Background: an optimization exercise with open tools, aiming at small area, a short achievable clock period and few clock cycles. Do not read the settings as production practice. The RTL was checked by simulation tests, not by an equivalence proof against the original design.

## v3
Design attn_top, start of the top module:
module attn_top (
  input  logic clk,
  input  logic reset_n,
  input  logic dut_valid,
  output logic dut_ready,
  output logic [16-1:0] sram_input_read_address,
  input  logic [32-1:0] sram_input_read_data,
  output logic [16-1:0] sram_weight_read_address,
  input  logic [32-1:0] sram_weight_read_data,
  output logic [16-1:0] sram_result_read_address,
  input  logic [32-1:0] sram_result_read_data,
  output logic                    sram_result_write_enable,
  output logic [16-1:0] sram_result_write_address,
  output logic [32-1:0] sram_result_write_data,
  output logic [16-1:0] sram_scratchpad_read_address,
  input  logic [32-1:0] sram_scratchpad_read_data,
  output logic                    sram_scratchpad_write_enable,
  output logic [16-1:0] sram_scratchpad_write_address,
  output logic [32-1:0] sram_scratchpad_write_data
);
  logic       busy;         
  logic       busy_nx;
  logic       dims_req;     
  logic       dims_wait;    
  logic [5:0] n_m1, d_m1, e_m1;
  logic        running;
  logic [1:0]  pass;
  logic [5:0]  i_cnt, j_cnt, k_cnt;
  logic [12:0] a_addr;            
  logic [13:0] b_addr, b_start;   
  logic f1, f2, f3, s1;
  logic w1, w2, w3;
  logic k1, k2, k3;
  logic z1, z2, z3, z4;
  logic [2:0] qk_age;   
  logic [31:0] op_a, op_b, acc;
  logic        res_we, scr_we;
  logic [13:0] res_wa;
  logic [11:0] scr_wa;
  logic       is_s;
  logic [5:0] lim_k, lim_j;
  logic       last_k, last_j, last_i;
  logic       stall, issue;
  assign is_s   = (pass == 2'd3);
  assign lim_k  = is_s ? e_m1 : d_m1;
  assign lim_j  = is_s ? n_m1 : e_m1;
  assign last_k = (k_cnt == lim_k);
  assign last_j = (j_cnt == lim_j);
  assign last_i = (i_cnt == n_m1);
  ...
Settings: LEC_CHECK=0, ABC_AREA=1, CAP_MARGIN=20, CORE_MARGIN=2, CORE_UTILIZATION=60, CTS_CLUSTER_DIAMETER=100, CTS_CLUSTER_SIZE=24, SLEW_MARGIN=20; clock period 16.0 ns.
standard.sh (not shown) runs the stock make flow with config.mk's settings and CLKGATE_MAP_FILE= SYNTH_SCRIPT=/design/flow/synth_recipe.tcl, a recipe that flattens the netlist after the stock synthesis.
==> flow/flow/run.sh <==
#!/bin/bash
set -euo pipefail
export BUFFER_PORTS_ARGS="-buffer_cell sky130_fd_sc_hd__buf_2"
export SETUP_SLACK_MARGIN=11.7
bash standard.sh > standard.log 2>&1
v3 was carried through to the last stage, and its layout satisfied the timing, design-rule and antenna checks.
Testbench counts of v3, summed over its fixed seeds: cycles 256,851.
## Diff of input files: v16 against v3
diff --git a/flow/flow/run.sh b/flow/flow/run.sh
--- a/flow/flow/run.sh
+++ b/flow/flow/run.sh
@@ -4 +4 @@
-export SETUP_SLACK_MARGIN=11.7
+export SETUP_SLACK_MARGIN=11.75
## What came out
- Across v3 and v16, none had a timing, DRC or antenna violation.
- Synthesized area came out exactly the same in v3 and v16.
- Max cell area after layout across v3 and v16: v16
- v16 vs. v3: final-stage net count went up by 49.
- Routability congestion estimate, v3 and v16: lower on v16
- Going from v3 to v16, wire length reported by the detailed router grew slightly.
- When the final numbers for v3 and v16 were put side by side, the minimum setup slack in the final design turned out to be smaller in v3.
- Compared with v3, via count in v16 increased slightly.
The inputs of v49 differ from those of v16 as listed below.
Settings: CORE_UTILIZATION changed from 60 to 70.
==> flow/flow/run.sh <==
#!/bin/bash
set -euo pipefail
export BUFFER_PORTS_ARGS="-buffer_cell sky130_fd_sc_hd__buf_1"
export SETUP_SLACK_MARGIN=11.7
bash standard.sh > standard.log 2>&1
Die: v49 smaller than v16. The fraction of layout cells with a size suffix above 1 in v49 was lower than what v16 gave. v16 reports its critical path capture point as sram_weight_read_address[9] while v49 reports sram_result_read_address[0]. Compared with v16, v49 shows a lower post-route worst hold slack.
Edits applied to the flow inputs when going from v49 to v45:
Settings: CORE_UTILIZATION: 70 -> 60; CTS_CLUSTER_SIZE: 24 -> 26.
## What came out
Per the comparison of v45 with v49, fraction of standard cell area in multi-input logic lost 0.50 points, final design utilization lost 11 points. Reported for v49 and v45, number of instances in the synthesized netlist turned out identical to the last digit.

========
Setup of run A:
Starting RTL as in the previous note.
==> flow/config.mk <==
export PLATFORM = sky130hd
export DESIGN_NAME = attn_top
export DESIGN_NICKNAME = attn_top
export VERILOG_FILES = /design/flow/design.v
export SDC_FILE = /design/flow/constraint.sdc
export NUM_CORES = 4
export LEC_CHECK = 0
export ABC_AREA = 1
export CAP_MARGIN = 20
export CORE_MARGIN = 2
export CORE_UTILIZATION = 60
export CTS_CLUSTER_DIAMETER = 100
export CTS_CLUSTER_SIZE = 24
export PLACE_DENSITY = 0.7
export SLEW_MARGIN = 20
==> flow/constraint.sdc <==
create_clock -name core_clock -period 16.0 [get_ports {clk}]
set_input_delay 3.2000 -clock core_clock [delete_from_list [all_inputs] [get_ports {clk}]]
set_output_delay 3.2000 -clock core_clock [all_outputs]
set_load 0.01 [all_outputs]
==> flow/flow/run.sh <==
#!/bin/bash
set -euo pipefail
export BUFFER_PORTS_ARGS="-buffer_cell sky130_fd_sc_hd__buf_1"
export SETUP_SLACK_MARGIN=11.7
bash standard.sh > standard.log 2>&1
Testbench counts of run A, summed over its fixed seeds: cycles 256,851.
Changes in run B relative to run A:
- removing PLACE_DENSITY (formerly 0.7)
==> flow/flow/run.sh <==
#!/bin/bash
set -euo pipefail
export BUFFER_PORTS_ARGS="-buffer_cell sky130_fd_sc_hd__buf_2"
export SETUP_SLACK_MARGIN=11.65
bash standard.sh > standard.log 2>&1
## What came out
Run B vs run A, start point of the critical path: a_addr[0]$_SDFFE_PP0N_ vs u_engine.acc[3]$_DFF_P_. Number of gates given a new drive strength after cts delta for run B relative to run A: 122 lower. Every stage of the flow completed for run B, and the final layout passed the timing, design-rule and antenna checks. Run B against run A: filler cell count in the final layout shows an increase of 2.9%, final critical-path setup slack dropped 29 ps. Diff run A..run B | detailed-placement wirelength estimate | negligible. Summary — share of cell area taken by multi-input logic gates, run B relative to run A: higher, by 0.19 points. Run comparison: run B end point of the critical path sram_input_read_address[0]; run A end point of the critical path sram_result_write_data[3]. Global routing usage summed across all routing layers in run B is 0.20 points lower than in run A.
Setup changes, run B to run C
==> flow/flow/run.sh <==
#!/bin/bash
set -euo pipefail
export BUFFER_PORTS_ARGS="-buffer_cell sky130_fd_sc_hd__buf_1"
export SETUP_SLACK_MARGIN=11.68
bash standard.sh > standard.log 2>&1
[summary]
Run C has completed all stages; timing, DRC and antenna checks passed.
Run C vs run B on normalized max-slew margin: run C is the higher one.
Run comparison: run C worst setup path endpoint sram_result_read_address[0]; run B worst setup path endpoint sram_input_read_address[0]
Final design instance area without fill (run C over run B): decrease, 130 um2
> inputs changed (run C -> run D)
-- flow/flow/run.sh --
<<< run C, line 4
export SETUP_SLACK_MARGIN=11.68
>>> run D, line 4
export SETUP_SLACK_MARGIN=11.7
### Flow results
Any difference in met1 usage in global routing between run C and run D is small enough to ignore. Number of non-clock buffers for run D: 11 up relative to run C.
What run E does differently from run D at the input level:
==> flow/flow/run.sh <==
#!/bin/bash
set -euo pipefail
export BUFFER_PORTS_ARGS="-buffer_cell sky130_fd_sc_hd__buf_2"
export SETUP_SLACK_MARGIN=11.6
bash standard.sh > standard.log 2>&1
--- outcome ---
Sort run D and run E by met3 routed wirelength asc -> top: run D. Taking run D as the reference, in run E post-route worst setup slack down 82 ps, fmax down 1.9%. Run D → run E: worst hold slack after final layout stayed essentially flat.

what the ideal ports hide:
No port has a modelled driver above. Below, the same layouts with a new extraction and two added sets of constraints. Step 1: set_driving_cell puts a clkbuf_16 on clk and a buf_2 on each other input, an assumption about the parent block. Step 2 also shifts input and output timing later by t, the mid clock arrival at the registers, as if the neighbouring blocks saw the same clock. Slacks: ideal ports / drivers / drivers and shift; pairs: ideal ports / drivers.
run | shift t [ns] | slack for setup (ns) | worst setup path after step 2
v3 | 0.595 | 11.723 / 11.667 / 11.339 | input to register
v16 | 0.609 | 11.738 / 11.679 / 11.422 | input to register
v49 | 0.591 | 11.711 / 11.652 / 11.343 | input to register
v45 | 0.597 | 11.716 / 11.656 / 11.345 | input to register
run A | 0.601 | 11.708 / 11.651 / 11.393 | input to register
run B | 0.596 | 11.679 / 11.619 / 11.340 | input to register
run C | 0.590 | 11.704 / 11.650 / 11.326 | input to register
run D | 0.592 | 11.721 / 11.667 / 11.322 | input to register
run E | 0.595 | 11.639 / 11.576 / 11.282 | input to register
After both steps every run listed still meets setup and hold. For run D, which loses most, drivers alone change the setup slack by -0.054 ns; drivers and shift together by -0.399 ns.
